Source: an optimization exercise on an open RTL-to-GDS flow (aim: a short achievable clock period and few clock cycles per item). Production flows keep margins and buffers that such runs may drop.
RTL that was checked went through simulation tests only; none was proved equivalent to the original.
The clock input has no modelled driver; a real chip could not lean on it and would need a root buffer or a full tree.
Power and IR drop assume default switching activity.

## oak
==> flow/design.v <==
`timescale 1ns/10ps
`default_nettype none
package fwd_pkg;
	typedef logic [32-1:0] data_t;
	typedef logic [4-1:0] addr_t;
	typedef logic [4:0] plen_t;
	typedef enum logic {FILL, HOLD} buf_state_t;
	typedef enum logic [1:0] {IDLE, READ, DRAIN, GAP} fwd_state_t;
endpackage
`default_nettype wire
`timescale 1ns/10ps
`default_nettype none
module fwd_top (
	input wire logic clk,
	input wire logic reset,
	input wire logic left_in_valid,
	input wire fwd_pkg::data_t left_in_data,
	input wire logic left_in_last,
	output wire logic left_in_ready,
	input wire logic right_in_valid,
	input wire fwd_pkg::data_t right_in_data,
	input wire logic right_in_last,
	output wire logic right_in_ready,
	output wire logic out_valid,
	output wire fwd_pkg::data_t out_data,
	output wire logic out_last
);
	localparam int D = 16;
	localparam int K = 4;
	localparam int T = 2 * K;
	logic [1:0] in_valid, in_last;
	fwd_pkg::data_t in_data [2];
	assign in_valid = {right_in_valid, left_in_valid};
	assign in_last = {right_in_last, left_in_last};
	assign in_data[0] = left_in_data;
	assign in_data[1] = right_in_data;
	logic [1:0] rdy_q;         
	logic [1:0] v_q;           
	logic [1:0] l_q;           
	fwd_pkg::data_t d_q [2];   
	logic [3:0] wc [2];        
	logic [D-1:0] wp [2];      
	logic [D-1:0] occ [2];     
	logic [K-1:0] pk [2];      
	fwd_pkg::data_t mem [2][D];
	logic [1:0] cons;          
	logic [1:0] tdone;         
	assign left_in_ready = rdy_q[0];
	assign right_in_ready = rdy_q[1];
	for (genvar L = 0; L < 2; L++) begin : g_lane
		logic inc, inc_pk;
		logic [D-1:0] occ_n;
		logic [K-1:0] pk_n;
		assign inc = in_valid[L] && rdy_q[L];
		assign inc_pk = inc && in_last[L];
		always_comb begin
			occ_n = occ[L];
			if (inc && !cons[L]) occ_n = {occ[L][D-2:0], 1'b1};
			else if (!inc && cons[L]) occ_n = {1'b0, occ[L][D-1:1]};
			pk_n = pk[L];
			if (inc_pk && !tdone[L]) pk_n = {pk[L][K-2:0], 1'b1};
			else if (!inc_pk && tdone[L]) pk_n = {1'b0, pk[L][K-1:1]};
		end
		always_ff @(posedge clk) begin
			d_q[L] <= in_data[L];
			l_q[L] <= in_last[L];
			if (reset) begin
				rdy_q[L] <= 1'b1;
				v_q[L] <= 1'b0;
				wc[L] <= '0;
				wp[L] <= D'(1);
				occ[L] <= '0;
				pk[L] <= '0;
			end else begin
				rdy_q[L] <= !occ_n[D-1] && !pk_n[K-1];
				v_q[L] <= inc;
				occ[L] <= occ_n;
				pk[L] <= pk_n;
				if (v_q[L]) begin
					wc[L] <= l_q[L] ? 4'd0 : wc[L] + 4'd1;
					wp[L] <= {wp[L][D-2:0], wp[L][D-1]};
				end
			end
		end
		for (genvar i = 0; i < D; i++) begin : g_slot
			always_ff @(posedge clk) begin
				if (v_q[L] && wp[L][i]) mem[L][i] <= d_q[L];
			end
		end
	end
	logic [4:0] tq [T];
	logic [T-1:0] twp, trp;    
	logic [T-1:0] tcnt;        
	logic [4:0] th;
	logic th_v;
	logic tpop, tload;
	logic push_one, push_two;
	logic [4:0] tq_rd;
	logic [1:0] push;           
	logic [1:0] q;              
	logic hfree, byp;
	assign push = v_q & l_q;
	assign hfree = tpop || !th_v;
	assign tload = hfree && tcnt[0];
	assign byp = hfree && !tcnt[0] && (push[0] || push[1]);
	assign q[0] = push[0] && !byp;
	assign q[1] = push[1] && !(byp && !push[0]);
	assign push_one = q[0] ^ q[1];
	assign push_two = q[0] && q[1];
	always_comb begin
		tq_rd = '0;
		for (int i = 0; i < T; i++) tq_rd |= tq[i] & {5{trp[i]}};
	end
	for (genvar i = 0; i < T; i++) begin : g_tag
		always_ff @(posedge clk) begin
			if (q[0] && twp[i]) tq[i] <= {1'b0, wc[0]};
			else if (q[1] && (q[0] ? twp[(i+T-1)%T] : twp[i])) tq[i] <= {1'b1, wc[1]};
		end
	end
	logic ld_q;                
	logic last_q;              
	logic sel_q;               
	logic [3:0] rem_q;         
	logic [D-1:0] rp [2];      
	logic [D-1:0] g [2];       
	logic boundary, nld, nsel;
	assign boundary = !ld_q || last_q;
	assign tpop = boundary && th_v;
	assign nld = !boundary || th_v;
	assign nsel = boundary ? th[4] : sel_q;
	assign cons[0] = ld_q && !sel_q;
	assign cons[1] = ld_q && sel_q;
	assign tdone[0] = tpop && !th[4];
	assign tdone[1] = tpop && th[4];
	always_ff @(posedge clk) begin
		if (reset) begin
			twp <= T'(1);
			trp <= T'(1);
			tcnt <= '0;
			th_v <= 1'b0;
		end else begin
			if (push_one) twp <= {twp[T-2:0], twp[T-1]};
			else if (push_two) twp <= {twp[T-3:0], twp[T-1:T-2]};
			if (tload) trp <= {trp[T-2:0], trp[T-1]};
			if (tload || byp) begin
				th_v <= 1'b1;
			end else if (tpop) begin
				th_v <= 1'b0;
			end
			if (push_two && !tload) tcnt <= {tcnt[T-3:0], 2'b11};
			else if ((push_one && !tload) || (push_two && tload)) tcnt <= {tcnt[T-2:0], 1'b1};
			else if (!push_one && !push_two && tload) tcnt <= {1'b0, tcnt[T-1:1]};
		end
		if (tload) th <= tq_rd;
		else if (byp) th <= push[0] ? {1'b0, wc[0]} : {1'b1, wc[1]};
	end
	for (genvar L = 0; L < 2; L++) begin : g_rd
		logic [D-1:0] rp_n;
		assign rp_n = cons[L] ? {rp[L][D-2:0], rp[L][D-1]} : rp[L];
		always_ff @(posedge clk) begin
			if (reset) begin
				rp[L] <= D'(1);
				g[L] <= '0;
			end else begin
				rp[L] <= rp_n;
				g[L] <= (nld && (nsel == L[0])) ? rp_n : '0;
			end
		end
	end
	always_ff @(posedge clk) begin
		if (reset) begin
			ld_q <= 1'b0;
		end else begin
			ld_q <= nld;
		end
		sel_q <= nsel;
		rem_q <= boundary ? th[3:0] : rem_q - 4'd1;
		last_q <= boundary ? (th[3:0] == 4'd0) : (rem_q == 4'd1);
	end
	logic ov_q, ol_q;
	fwd_pkg::data_t od_q;
	fwd_pkg::data_t rd;
	always_comb begin
		rd = '0;
		for (int L = 0; L < 2; L++)
			for (int i = 0; i < D; i++) rd |= mem[L][i] & {32{g[L][i]}};
	end
	always_ff @(posedge clk) begin
		if (reset) begin
			ov_q <= 1'b0;
		end else begin
			ov_q <= ld_q;
		end
		ol_q <= last_q;
		od_q <= rd;
	end
	assign out_valid = ov_q;
	assign out_data = od_q;
	assign out_last = ol_q;
endmodule
`default_nettype wire
Settings: LEC_CHECK=0, ABC_CLOCK_PERIOD_IN_PS=1500, CAP_MARGIN=20, CORE_MARGIN=5, CORE_UTILIZATION=60, SETUP_SLACK_MARGIN=2.5, SLEW_MARGIN=20; clock period 4.0 ns.
standard.sh (not shown) runs the stock make flow with config.mk's settings and CLKGATE_MAP_FILE= SYNTH_SCRIPT=/design/flow/synth_recipe.tcl, a recipe that flattens the netlist after the stock synthesis.
==> flow/flow/run.sh <==
#!/bin/bash
# The standard layout, with a two-level clock tree built by flow/cts_hook.tcl in place of
# TritonCTS: the clock port drives 4 root buffers, each drives leaf buffers, each leaf drives
# a compact cluster of about 30 flip-flops. Every tool's output is in the ORFS logs, and
# make's own output in standard_flow.log.
set -euo pipefail
cd "$(dirname "${BASH_SOURCE[0]}")/.."
work=$(pwd)
bash standard.sh PRE_CTS_TCL="$work/flow/cts_hook.tcl" finish > "$work/standard_flow.log" 2>&1
Other scripts of this flow, unchanged in this note and not shown: flow/flow/cts_hook.tcl
What pine does differently from oak at the input level:
--- a/flow/design.v
+++ b/flow/design.v
@@ -25,21 +25,20 @@
 	output wire fwd_pkg::data_t out_data,
 	output wire logic out_last
 );
 	localparam int D = 16;
 	localparam int K = 4;
-	localparam int T = 2 * K;
+	localparam int T = 2 * K + 1;
 	logic [1:0] in_valid, in_last;
 	fwd_pkg::data_t in_data [2];
 	assign in_valid = {right_in_valid, left_in_valid};
 	assign in_last = {right_in_last, left_in_last};
 	assign in_data[0] = left_in_data;
 	assign in_data[1] = right_in_data;
 	logic [1:0] rdy_q;         
-	logic [1:0] v_q;           
-	logic [1:0] l_q;           
-	fwd_pkg::data_t d_q [2];   
+	logic [1:0] acc;           
+	logic [1:0] push;          
 	logic [3:0] wc [2];        
 	logic [D-1:0] wp [2];      
 	logic [D-1:0] occ [2];     
 	logic [K-1:0] pk [2];      
 	fwd_pkg::data_t mem [2][D];
@@ -47,10 +46,12 @@
 	logic [1:0] tdone;         
 	assign left_in_ready = rdy_q[0];
 	assign right_in_ready = rdy_q[1];
 	for (genvar L = 0; L < 2; L++) begin : g_lane
 		logic inc, inc_pk;
+		assign acc[L] = inc;
+		assign push[L] = inc_pk;
 		logic [D-1:0] occ_n;
 		logic [K-1:0] pk_n;
 		assign inc = in_valid[L] && rdy_q[L];
 		assign inc_pk = inc && in_last[L];
 		always_comb begin
@@ -60,63 +61,53 @@
 			pk_n = pk[L];
 			if (inc_pk && !tdone[L]) pk_n = {pk[L][K-2:0], 1'b1};
 			else if (!inc_pk && tdone[L]) pk_n = {1'b0, pk[L][K-1:1]};
 		end
 		always_ff @(posedge clk) begin
-			d_q[L] <= in_data[L];
-			l_q[L] <= in_last[L];
 			if (reset) begin
 				rdy_q[L] <= 1'b1;
-				v_q[L] <= 1'b0;
 				wc[L] <= '0;
 				wp[L] <= D'(1);
 				occ[L] <= '0;
 				pk[L] <= '0;
 			end else begin
 				rdy_q[L] <= !occ_n[D-1] && !pk_n[K-1];
-				v_q[L] <= inc;
 				occ[L] <= occ_n;
 				pk[L] <= pk_n;
-				if (v_q[L]) begin
-					wc[L] <= l_q[L] ? 4'd0 : wc[L] + 4'd1;
+				if (inc) begin
+					wc[L] <= in_last[L] ? 4'd0 : wc[L] + 4'd1;
 					wp[L] <= {wp[L][D-2:0], wp[L][D-1]};
 				end
 			end
 		end
 		for (genvar i = 0; i < D; i++) begin : g_slot
 			always_ff @(posedge clk) begin
-				if (v_q[L] && wp[L][i]) mem[L][i] <= d_q[L];
+				if (inc && wp[L][i]) mem[L][i] <= in_data[L];
 			end
 		end
 	end
 	logic [4:0] tq [T];
 	logic [T-1:0] twp, trp;    
-	logic [T-1:0] tcnt;        
+	logic ne;                  
 	logic [4:0] th;
 	logic th_v;
-	logic tpop, tload;
-	logic push_one, push_two;
+	logic tpop, tload, byp, take;
+	logic hfree;
 	logic [4:0] tq_rd;
-	logic [1:0] push;           
-	logic [1:0] q;              
-	logic hfree, byp;
-	assign push = v_q & l_q;
-	assign hfree = tpop || !th_v;
-	assign tload = hfree && tcnt[0];
-	assign byp = hfree && !tcnt[0] && (push[0] || push[1]);
-	assign q[0] = push[0] && !byp;
-	assign q[1] = push[1] && !(byp && !push[0]);
-	assign push_one = q[0] ^ q[1];
-	assign push_two = q[0] && q[1];
+	assign hfree = !ld_q || last_q || !th_v;
+	assign ne = |(twp & ~trp);
+	assign tload = hfree && ne;
+	assign byp = hfree && !ne && (push[0] || push[1]);
+	assign take = hfree && (ne || push[0] || push[1]);
 	always_comb begin
 		tq_rd = '0;
 		for (int i = 0; i < T; i++) tq_rd |= tq[i] & {5{trp[i]}};
 	end
 	for (genvar i = 0; i < T; i++) begin : g_tag
 		always_ff @(posedge clk) begin
-			if (q[0] && twp[i]) tq[i] <= {1'b0, wc[0]};
-			else if (q[1] && (q[0] ? twp[(i+T-1)%T] : twp[i])) tq[i] <= {1'b1, wc[1]};
+			if (push[0] && twp[i]) tq[i] <= {1'b0, wc[0]};
+			else if (push[1] && (push[0] ? twp[(i+T-1)%T] : twp[i])) tq[i] <= {1'b1, wc[1]};
 		end
 	end
 	logic ld_q;                
 	logic last_q;              
 	logic sel_q;               
@@ -134,24 +125,20 @@
 	assign tdone[1] = tpop && th[4];
 	always_ff @(posedge clk) begin
 		if (reset) begin
 			twp <= T'(1);
 			trp <= T'(1);
-			tcnt <= '0;
 			th_v <= 1'b0;
 		end else begin
-			if (push_one) twp <= {twp[T-2:0], twp[T-1]};
-			else if (push_two) twp <= {twp[T-3:0], twp[T-1:T-2]};
-			if (tload) trp <= {trp[T-2:0], trp[T-1]};
-			if (tload || byp) begin
+			if (push[0] && push[1]) twp <= {twp[T-3:0], twp[T-1:T-2]};
+			else if (push[0] || push[1]) twp <= {twp[T-2:0], twp[T-1]};
+			if (take) trp <= {trp[T-2:0], trp[T-1]};
+			if (take) begin
 				th_v <= 1'b1;
 			end else if (tpop) begin
 				th_v <= 1'b0;
 			end
-			if (push_two && !tload) tcnt <= {tcnt[T-3:0], 2'b11};
-			else if ((push_one && !tload) || (push_two && tload)) tcnt <= {tcnt[T-2:0], 1'b1};
-			else if (!push_one && !push_two && tload) tcnt <= {1'b0, tcnt[T-1:1]};
 		end
 		if (tload) th <= tq_rd;
 		else if (byp) th <= push[0] ? {1'b0, wc[0]} : {1'b1, wc[1]};
 	end
 	for (genvar L = 0; L < 2; L++) begin : g_rd
==> run notes <==
- Compared with oak, in pine delay contributed by the slowest stage of the critical path increased by 0.04 ns relative to the old numbers, count of cells resized by post-cts repair decreased by 51 relative to the old numbers, sequential cell count shrank by 69.
- Global-route usage delta (oak -> pine): insignificant
- Diff oak -> pine: register clock-pin slew on the reported worst setup and hold paths comparable; maximum frequency from static timing analysis now sits higher; final worst-path setup slack went up 0.20 ns; final cycle utilization of the critical path went down.
- pine vs. oak: overall via count from detail_route moved down, sequential share of cell area moved down, met3 wire length moved up, depth of the worst hold-timing path moved down.
No run of this note included a check of the RTL's function; only the layout flow was run. In every run of this note, the design's own scripts or RTL, not TritonCTS, make the clock network.

== v6 ==
Another version of the RTL of fwd_top (not shown whole).
Size in the first run: ~2,800 cells after synthesis, ~1,300 flip-flops, ~110 I/O pins, roughly 0.047 mm^2 of cells after synthesis.
==> module fwd_top, before the edit <==
module fwd_top (
	input wire logic clk,
	input wire logic reset,
	input wire logic left_in_valid,
	input wire fwd_pkg::data_t left_in_data,
	input wire logic left_in_last,
	output wire logic left_in_ready,
	input wire logic right_in_valid,
	input wire fwd_pkg::data_t right_in_data,
	input wire logic right_in_last,
	output wire logic right_in_ready,
	output wire logic out_valid,
	output wire fwd_pkg::data_t out_data,
	output wire logic out_last
);
	localparam int D = 16;
	localparam int K = 4;
	localparam int T = 2 * K + 1;
	logic [1:0] in_valid, in_last;
	fwd_pkg::data_t in_data [2];
	assign in_valid = {right_in_valid, left_in_valid};
	assign in_last = {right_in_last, left_in_last};
	assign in_data[0] = left_in_data;
	assign in_data[1] = right_in_data;
	logic [1:0] rdy_q;         
	logic [1:0] v_q;           
	logic [1:0] l_q;           
	fwd_pkg::data_t d_q [2];   
	logic [3:0] wc [2];        
	logic [D-1:0] wp [2];      
	logic [D-1:0] occ [2];     
	logic [K-1:0] pk [2];      
	fwd_pkg::data_t mem [2][D];
	logic [1:0] cons;          
	logic [1:0] tdone;         
	assign left_in_ready = rdy_q[0];
	assign right_in_ready = rdy_q[1];
	for (genvar L = 0; L < 2; L++) begin : g_lane
		logic inc, inc_pk;
		logic [D-1:0] occ_n;
		logic [K-1:0] pk_n;
		assign inc = in_valid[L] && rdy_q[L];
		assign inc_pk = inc && in_last[L];
		always_comb begin
			occ_n = occ[L];
			if (inc && !cons[L]) occ_n = {occ[L][D-2:0], 1'b1};
			else if (!inc && cons[L]) occ_n = {1'b0, occ[L][D-1:1]};
			pk_n = pk[L];
			if (inc_pk && !tdone[L]) pk_n = {pk[L][K-2:0], 1'b1};
			else if (!inc_pk && tdone[L]) pk_n = {1'b0, pk[L][K-1:1]};
		end
		always_ff @(posedge clk) begin
			d_q[L] <= in_data[L];
			l_q[L] <= in_last[L];
			if (reset) begin
				rdy_q[L] <= 1'b1;
				v_q[L] <= 1'b0;
				wc[L] <= '0;
				wp[L] <= D'(1);
				occ[L] <= '0;
				pk[L] <= '0;
			end else begin
				rdy_q[L] <= !occ_n[D-1] && !pk_n[K-1];
				v_q[L] <= inc;
				occ[L] <= occ_n;
				pk[L] <= pk_n;
				if (v_q[L]) begin
					wc[L] <= l_q[L] ? 4'd0 : wc[L] + 4'd1;
					wp[L] <= {wp[L][D-2:0], wp[L][D-1]};
				end
			end
		end
		for (genvar i = 0; i < D; i++) begin : g_slot
			always_ff @(posedge clk) begin
				if (v_q[L] && wp[L][i]) mem[L][i] <= d_q[L];
			end
		end
	end
	logic [1:0] push;           
	assign push = v_q & l_q;
	logic [4:0] tq [T];
	logic [T-1:0] twp, trp;    
	logic ne;                  
	logic [4:0] th;
	logic th_v;
	logic tpop, tload, byp, take;
	logic hfree;
	logic [4:0] tq_rd;
	assign hfree = !ld_q || last_q || !th_v;
	assign ne = |(twp & ~trp);
	assign tload = hfree && ne;
	assign byp = hfree && !ne && (push[0] || push[1]);
	assign take = hfree && (ne || push[0] || push[1]);
	always_comb begin
		tq_rd = '0;
		for (int i = 0; i < T; i++) tq_rd |= tq[i] & {5{trp[i]}};
	end
	for (genvar i = 0; i < T; i++) begin : g_tag
		always_ff @(posedge clk) begin
			if (push[0] && twp[i]) tq[i] <= {1'b0, wc[0]};
			else if (push[1] && (push[0] ? twp[(i+T-1)%T] : twp[i])) tq[i] <= {1'b1, wc[1]};
		end
	end
	logic ld_q;                
	logic last_q;              
	logic sel_q;               
	logic [3:0] rem_q;         
	logic [D-1:0] rp [2];      
	logic [D-1:0] g [2];       
	logic boundary, nld, nsel;
	assign boundary = !ld_q || last_q;
	assign tpop = boundary && th_v;
	assign nld = !boundary || th_v;
	assign nsel = boundary ? th[4] : sel_q;
	assign cons[0] = ld_q && !sel_q;
	assign cons[1] = ld_q && sel_q;
	assign tdone[0] = tpop && !th[4];
	assign tdone[1] = tpop && th[4];
	always_ff @(posedge clk) begin
		if (reset) begin
			twp <= T'(1);
			trp <= T'(1);
			th_v <= 1'b0;
		end else begin
			if (push[0] && push[1]) twp <= {twp[T-3:0], twp[T-1:T-2]};
			else if (push[0] || push[1]) twp <= {twp[T-2:0], twp[T-1]};
			if (take) trp <= {trp[T-2:0], trp[T-1]};
			if (take) begin
				th_v <= 1'b1;
			end else if (tpop) begin
				th_v <= 1'b0;
			end
		end
		if (tload) th <= tq_rd;
		else if (byp) th <= push[0] ? {1'b0, wc[0]} : {1'b1, wc[1]};
	end
	for (genvar L = 0; L < 2; L++) begin : g_rd
		logic [D-1:0] rp_n;
		assign rp_n = cons[L] ? {rp[L][D-2:0], rp[L][D-1]} : rp[L];
		always_ff @(posedge clk) begin
			if (reset) begin
				rp[L] <= D'(1);
				g[L] <= '0;
			end else begin
				rp[L] <= rp_n;
				g[L] <= (nld && (nsel == L[0])) ? rp_n : '0;
			end
		end
	end
	always_ff @(posedge clk) begin
		if (reset) begin
			ld_q <= 1'b0;
		end else begin
			ld_q <= nld;
		end
		sel_q <= nsel;
		rem_q <= boundary ? th[3:0] : rem_q - 4'd1;
		last_q <= boundary ? (th[3:0] == 4'd0) : (rem_q == 4'd1);
	end
	logic ov_q, ol_q;
	fwd_pkg::data_t od_q;
	fwd_pkg::data_t rd;
	always_comb begin
		rd = '0;
		for (int L = 0; L < 2; L++)
			for (int i = 0; i < D; i++) rd |= mem[L][i] & {32{g[L][i]}};
	end
	always_ff @(posedge clk) begin
		if (reset) begin
			ov_q <= 1'b0;
		end else begin
			ov_q <= ld_q;
		end
		ol_q <= last_q;
		od_q <= rd;
	end
	assign out_valid = ov_q;
	assign out_data = od_q;
	assign out_last = ol_q;
endmodule
export LEC_CHECK = 0
export ABC_CLOCK_PERIOD_IN_PS = 1500
export CAP_MARGIN = 20
export CORE_MARGIN = 5
export CORE_UTILIZATION = 60
export SETUP_SLACK_MARGIN = 2.5
export SLEW_MARGIN = 20
create_clock -name core_clock -period 4.0 [get_ports {clk}]
Scripts as last shown in full above: flow/flow/run.sh
Other scripts of this flow, unchanged in this note and not shown: flow/flow/cts_hook.tcl
v6 was carried through to the last stage, and its layout satisfied the timing, DRC and antenna checks.
Testbench counts of v6, summed over its fixed seeds: cycles 13,605, packets 1,600.
> inputs changed (v6 -> v7)
--- a/flow/design.v
+++ b/flow/design.v
@@ -24,11 +24,11 @@
 	output wire logic out_valid,
 	output wire fwd_pkg::data_t out_data,
 	output wire logic out_last
 );
 	localparam int D = 16;
-	localparam int K = 4;
+	localparam int K = 5;
 	localparam int T = 2 * K + 1;
 	logic [1:0] in_valid, in_last;
 	fwd_pkg::data_t in_data [2];
 	assign in_valid = {right_in_valid, left_in_valid};
 	assign in_last = {right_in_last, left_in_last};
@@ -49,12 +49,12 @@
 	assign right_in_ready = rdy_q[1];
 	for (genvar L = 0; L < 2; L++) begin : g_lane
 		logic inc, inc_pk;
 		logic [D-1:0] occ_n;
 		logic [K-1:0] pk_n;
-		assign inc = in_valid[L] && rdy_q[L];
-		assign inc_pk = inc && in_last[L];
+		assign inc = v_q[L];
+		assign inc_pk = v_q[L] && l_q[L];
 		always_comb begin
 			occ_n = occ[L];
 			if (inc && !cons[L]) occ_n = {occ[L][D-2:0], 1'b1};
 			else if (!inc && cons[L]) occ_n = {1'b0, occ[L][D-1:1]};
 			pk_n = pk[L];
@@ -70,12 +70,12 @@
 				wc[L] <= '0;
 				wp[L] <= D'(1);
 				occ[L] <= '0;
 				pk[L] <= '0;
 			end else begin
-				rdy_q[L] <= !occ_n[D-1] && !pk_n[K-1];
-				v_q[L] <= inc;
+				rdy_q[L] <= !pk_n[K-2] && (!occ_n[D-2] || (!occ_n[D-1] && !(in_valid[L] && rdy_q[L])));
+				v_q[L] <= in_valid[L] && rdy_q[L];
 				occ[L] <= occ_n;
 				pk[L] <= pk_n;
 				if (v_q[L]) begin
 					wc[L] <= l_q[L] ? 4'd0 : wc[L] + 4'd1;
 					wp[L] <= {wp[L][D-2:0], wp[L][D-1]};
@@ -90,21 +90,28 @@
 	end
 	logic [1:0] push;           
 	assign push = v_q & l_q;
 	logic [4:0] tq [T];
 	logic [T-1:0] twp, trp;    
+	logic [T-1:0] tcnt;        
+	logic [T-1:0] tcnt_p;      
 	logic ne;                  
 	logic [4:0] th;
 	logic th_v;
 	logic tpop, tload, byp, take;
 	logic hfree;
 	logic [4:0] tq_rd;
 	assign hfree = !ld_q || last_q || !th_v;
-	assign ne = |(twp & ~trp);
+	assign ne = tcnt[0];
 	assign tload = hfree && ne;
 	assign byp = hfree && !ne && (push[0] || push[1]);
 	assign take = hfree && (ne || push[0] || push[1]);
+	always_comb begin
+		if (push[0] && push[1]) tcnt_p = {tcnt[T-3:0], 2'b11};
+		else if (push[0] || push[1]) tcnt_p = {tcnt[T-2:0], 1'b1};
+		else tcnt_p = tcnt;
+	end
 	always_comb begin
 		tq_rd = '0;
 		for (int i = 0; i < T; i++) tq_rd |= tq[i] & {5{trp[i]}};
 	end
 	for (genvar i = 0; i < T; i++) begin : g_tag
@@ -130,23 +137,24 @@
 	assign tdone[1] = tpop && th[4];
 	always_ff @(posedge clk) begin
 		if (reset) begin
 			twp <= T'(1);
 			trp <= T'(1);
+			tcnt <= '0;
 			th_v <= 1'b0;
 		end else begin
 			if (push[0] && push[1]) twp <= {twp[T-3:0], twp[T-1:T-2]};
 			else if (push[0] || push[1]) twp <= {twp[T-2:0], twp[T-1]};
 			if (take) trp <= {trp[T-2:0], trp[T-1]};
+			tcnt <= take ? {1'b0, tcnt_p[T-1:1]} : tcnt_p;
 			if (take) begin
 				th_v <= 1'b1;
 			end else if (tpop) begin
 				th_v <= 1'b0;
 			end
 		end
-		if (tload) th <= tq_rd;
-		else if (byp) th <= push[0] ? {1'b0, wc[0]} : {1'b1, wc[1]};
+		if (take) th <= ne ? tq_rd : (push[0] ? {1'b0, wc[0]} : {1'b1, wc[1]});
 	end
 	for (genvar L = 0; L < 2; L++) begin : g_rd
 		logic [D-1:0] rp_n;
 		assign rp_n = cons[L] ? {rp[L][D-2:0], rp[L][D-1]} : rp[L];
 		always_ff @(posedge clk) begin
@@ -167,26 +175,32 @@
 		end
 		sel_q <= nsel;
 		rem_q <= boundary ? th[3:0] : rem_q - 4'd1;
 		last_q <= boundary ? (th[3:0] == 4'd0) : (rem_q == 4'd1);
 	end
-	logic ov_q, ol_q;
+	logic pv_q, pl_q, ov_q, ol_q;
+	fwd_pkg::data_t pr_q [2];
 	fwd_pkg::data_t od_q;
-	fwd_pkg::data_t rd;
-	always_comb begin
-		rd = '0;
-		for (int L = 0; L < 2; L++)
+	for (genvar L = 0; L < 2; L++) begin : g_pick
+		fwd_pkg::data_t rd;
+		always_comb begin
+			rd = '0;
 			for (int i = 0; i < D; i++) rd |= mem[L][i] & {32{g[L][i]}};
+		end
+		always_ff @(posedge clk) pr_q[L] <= rd;
 	end
 	always_ff @(posedge clk) begin
 		if (reset) begin
+			pv_q <= 1'b0;
 			ov_q <= 1'b0;
 		end else begin
-			ov_q <= ld_q;
-		end
-		ol_q <= last_q;
-		od_q <= rd;
+			pv_q <= ld_q;
+			ov_q <= pv_q;
+		end
+		pl_q <= last_q;
+		ol_q <= pl_q;
+		od_q <= pr_q[0] | pr_q[1];
 	end
 	assign out_valid = ov_q;
 	assign out_data = od_q;
 	assign out_last = ol_q;
 endmodule
[summary]
Comparing v7 and v6, final cell count is higher on v7. In v7 the area of the core turned out 0.0045 mm^2 higher than in v6. For v7 and v6, there was not a single run that failed to finish clean. v6 vs v7, cell type of the slowest stage on the worst timing path: sky130_fd_sc_hd__or4_4 vs sky130_fd_sc_hd__dfxtp_4. On clock network fraction of total power: between v7 and v6, it ends up lower for v6. There was hardly any difference in multiplexer share of the synthesized area between v7 and v6. Synthesized-area fraction occupied by and/or/nand/nor cells: v7 vs v6 down 1.2 points. Looking at placer's final routability congestion estimate, v7 sits below v6. Compared v7 vs v6, and number of detailed-routing iterations run before antenna repair is up in v7.
Testbench counts of v7, summed over its fixed seeds: cycles 13,613, packets 1,600.
In every run of this note, the design's own scripts or RTL, not TritonCTS, make the clock network.

-- re-timing with driven ports --
The flow's constraints put no driver on any port. The routed layouts listed below were extracted and timed again, unchanged, in two steps.
Step 1 (the two cells are an assumption about what drives the block):
set clk [get_ports {clk}]
set_driving_cell -lib_cell sky130_fd_sc_hd__clkbuf_16 $clk
set_driving_cell -lib_cell sky130_fd_sc_hd__buf_2 [delete_from_list [all_inputs] $clk]
Step 2, shift: input delay + t, output delay - t, t = (earliest + latest rising clock arrival at the registers) / 2. This alone moves slack from input paths to output paths.
Slacks: ideal / step 1 / step 2; pairs: ideal / step 1.
run	t (ns)	setup slack, ns	clock arrival spread, ns	slew at the worst register clock pin (ns)	worst data-port slew with drivers (ns)
oak	0.612	1.961 / 1.961 / 1.961	0.031 / 0.030	0.12 / 0.12	0.15
pine	0.607	2.157 / 2.069 / 1.690	0.050 / 0.049	0.12 / 0.12	0.11
v6	0.609	2.207 / 2.075 / 2.032	0.028 / 0.027	0.11 / 0.11	0.16
v7	0.623	2.227 / 2.072 / 1.906	0.027 / 0.027	0.11 / 0.11	0.07
After both steps setup and hold are still met in every run listed. The setup slack of pine, which loses most, moves by -0.088 ns with the drivers and by -0.467 ns with both steps.
